This design comes from an exercise in tuning for small area on the open sky130 flow, not from production work.
Function was checked by simulation only, so behaviour that the tests miss may differ from the original.
Power and IR drop assume default switching activity. The flow treats the clock pin as an ideal source, which a real chip does not have.

## data_mem_responder
module data_mem_responder #(
  parameter int DEPTH       = 64,
  parameter int WAIT_CYCLES = 2
) (
  input  logic        clk,
  input  logic        reset,
  input  logic        mem_read,
  input  logic        mem_write,
  input  logic [31:0] addr,
  input  logic [31:0] wdata,
  output logic [31:0] rdata,
  output logic        ready,
  output logic        busy,
  output logic        err
);
  localparam int NPT = DEPTH / 4;   
  logic [DEPTH-1:0][31:0] ring;
  logic [5:0]  phase;
  logic        swept;
  logic [1:0]  cnt;
  logic [5:0]  capIdx;
  logic        capRead;
  logic        capWrite;
  logic        capFault;
  logic        fault;
  logic [5:0]  useIdx;
  logic [31:0] useWdata;
  logic [31:0] useWdataN;
  logic        useRead;
  logic        useWrite;
  logic [5:0]  pos;
  logic        sweep;
  logic [NPT-1:0] ptSel;
  logic [NPT-1:0] wsel;      
  logic [NPT-1:0] keep;      
  logic [17:0]   rsel;
  logic [17:0][31:0] rsrc;
  logic [5:0][31:0]  rpart;
  logic [31:0] rnext;
  logic [DEPTH-1:0][31:0] ringNext;
  logic [NPT-1:0][31:0]   insD;
  assign fault     = (addr[1:0] != 2'b00) || (addr[31:8] != 24'd0) || (mem_read && mem_write);
  assign busy      = (cnt != 2'd0);
  assign err       = ready && capFault;
  assign useIdx    = busy ? capIdx   : addr[7:2];
  assign useWdata  = busy ? rdata : wdata;
  assign useWdataN = ~useWdata;
  assign useRead   = busy ? capRead  : (mem_read && !fault);
  assign useWrite  = busy ? capWrite : (mem_write && !fault);
  assign pos       = useIdx + phase;
  assign sweep     = !swept;
  always_comb begin
    for (int k = 0; k < NPT; k++) begin
      ptSel[k] = (pos[1:0] == 2'b11) && (pos[5:2] == 4'(k));
      wsel[k]  = useWrite && ptSel[k];
      rsel[k]  = useRead && ptSel[k] && !sweep;
      keep[k]  = !wsel[(k+NPT-1)%NPT] && !sweep;
      rsrc[k]  = k[0] ? insD[(k+1)%NPT] : ring[4*k+3];
    end
  ...
Size in the first run: about 3,200 cells after synthesis, roughly 2,100 flip-flops, ~100 I/O pins, ~51,000 sq um of cells after synthesis.
Settings: LEC_CHECK=0, CAP_MARGIN=20, CORE_MARGIN=2, CORE_UTILIZATION=70, CTS_BUF_LIST=sky130_fd_sc_hd__clkbuf_8, CTS_CLUSTER_DIAMETER=60, CTS_CLUSTER_SIZE=18, SLEW_MARGIN=20, SYNTH_HIERARCHICAL=1; clock period 7.0 ns.
run.sh (not shown) runs the stock make flow with config.mk's settings and CLKGATE_MAP_FILE= SYNTH_SCRIPT=/design/flow/synth_recipe.tcl, a recipe that flattens the netlist after the stock synthesis.
Then changed:
==> flow/flow/run.sh (new file) <==
#!/bin/bash
set -e
export CTS_ARGS="-sink_clustering_enable -repair_clock_nets -dont_use_dummy_load -buf_list sky130_fd_sc_hd__clkbuf_8 -sink_clustering_size 18 -sink_clustering_max_diameter 60"
export BUFFER_PORTS_ARGS="-buffer_cell sky130_fd_sc_hd__buf_1"
bash standard.sh > standard.log 2>&1
==> flow/standard.sh (new file) <==
#!/bin/bash
# synth_recipe.tcl (not shown) runs the flow's synth.tcl, then flattens the netlist and writes it again
# the make line also repeats each setting of config.mk as NAME=value (left out here)
make -C /OpenROAD-flow-scripts/flow DESIGN_CONFIG=/design/flow/config.mk WORK_HOME=/design/flow/orfs CLKGATE_MAP_FILE= SYNTH_SCRIPT=/design/flow/synth_recipe.tcl "${@:-finish}"
- CAP_MARGIN: 20 -> 10
- CORE_UTILIZATION: 70 -> 60
- CTS_BUF_LIST: sky130_fd_sc_hd__clkbuf_8 -> unset
- CTS_CLUSTER_DIAMETER: 60 -> unset
- CTS_CLUSTER_SIZE: 18 -> unset
- SLEW_MARGIN: 20 -> 10
removed: flow/run.sh
The new run passed the timing, DRC and antenna checks.
Final area fell by 1.3%.
Clock-buffer cell count fell by 2.
Die area rose by about 16%.
Worst hold slack loses 29 ps.
Maximum frequency rose by about 10%.
Then changed:
==> flow/flow/run.sh (replaced) <==
#!/bin/bash
set -e
export CTS_ARGS="-sink_clustering_enable -repair_clock_nets -dont_use_dummy_load -buf_list \"sky130_fd_sc_hd__clkbuf_8 sky130_fd_sc_hd__clkbuf_16\" -sink_clustering_size 30 -sink_clustering_max_diameter 60"
export BUFFER_PORTS_ARGS="-buffer_cell sky130_fd_sc_hd__buf_1"
bash standard.sh > standard.log 2>&1
- CAP_MARGIN: 10 -> 20
- SLEW_MARGIN: 10 -> 20
Count of clock-buffer cells in the layout fell by 34; flip-flop and latch count does not change; worst hold slack is worse by 8.4 ps; setup slack is worse by 10 ps; sequential power is about the same; final cell count is lower slightly.
Then changed:
==> flow/flow/run.sh (replaced) <==
#!/bin/bash
set -e
export CTS_ARGS="-sink_clustering_enable -repair_clock_nets -dont_use_dummy_load -buf_list sky130_fd_sc_hd__clkbuf_16 -sink_clustering_size 32 -sink_clustering_max_diameter 70"
export BUFFER_PORTS_ARGS="-buffer_cell sky130_fd_sc_hd__buf_1"
bash standard.sh > standard.log 2>&1
- CORE_UTILIZATION: 60 -> 70
Effect:
- global-route usage goes up by 5.0 points
- combinational power stays flat
- critical path depth increases by 1
- clock power came out lower by about 13%
- setup slack loses 110 ps
- final area came out lower by about 1.8%
- worst hold slack loses 10 ps
- synthesized area does not change
- sequential power hardly moves
- non-clock buffer count falls by 3
- utilization increases by 9.6 points
Then changed:
==> flow/flow/run.sh (replaced) <==
#!/bin/bash
set -e
export CTS_ARGS="-sink_clustering_enable -repair_clock_nets -dont_use_dummy_load -buf_list sky130_fd_sc_hd__clkbuf_8 -sink_clustering_size 20 -sink_clustering_max_diameter 50"
export BUFFER_PORTS_ARGS="-buffer_cell sky130_fd_sc_hd__buf_1"
bash standard.sh > standard.log 2>&1
- CORE_UTILIZATION: 70 -> 75
Worst setup slack gets better by 110 ps; die area decreases by 6.6%; total power fell by about 0.9%; via count rises by 1.4%; combinational power increases by about 3%.

## re-timing with driven ports
In the flow no input, the clock included, has a driving cell. The finished layouts below were timed again as built, in two steps.
Step 1: set_driving_cell puts a clkbuf_16 on clk and a buf_2 on each other input, an assumption about the parent block.
Step 2, shift: input delay + t, output delay - t, t = (earliest + latest rising clock arrival at the registers) / 2. This alone moves slack from input paths to output paths.
a / b / c = ideal ports / drivers / drivers and shift; a / b = the first two.
run	t (ns)	slack for setup (ns)	hold WS [ns]
the first run	0.859	1.272 / 1.272 / 0.663	0.312 / 0.312 / 0.312
the second run	0.855	1.773 / 1.773 / 1.088	0.283 / 0.283 / 0.283
the third run	0.718	1.763 / 1.793 / 1.091	0.275 / 0.275 / 0.275
the fourth run	0.691	1.650 / 1.650 / 1.175	0.265 / 0.265 / 0.265
the fifth run	0.862	1.756 / 1.756 / 1.044	0.281 / 0.281 / 0.281
After both steps every run listed still meets setup and hold. The setup slack of the fifth run, which loses most, moves by 0.000 ns with the drivers and by -0.712 ns with both steps.
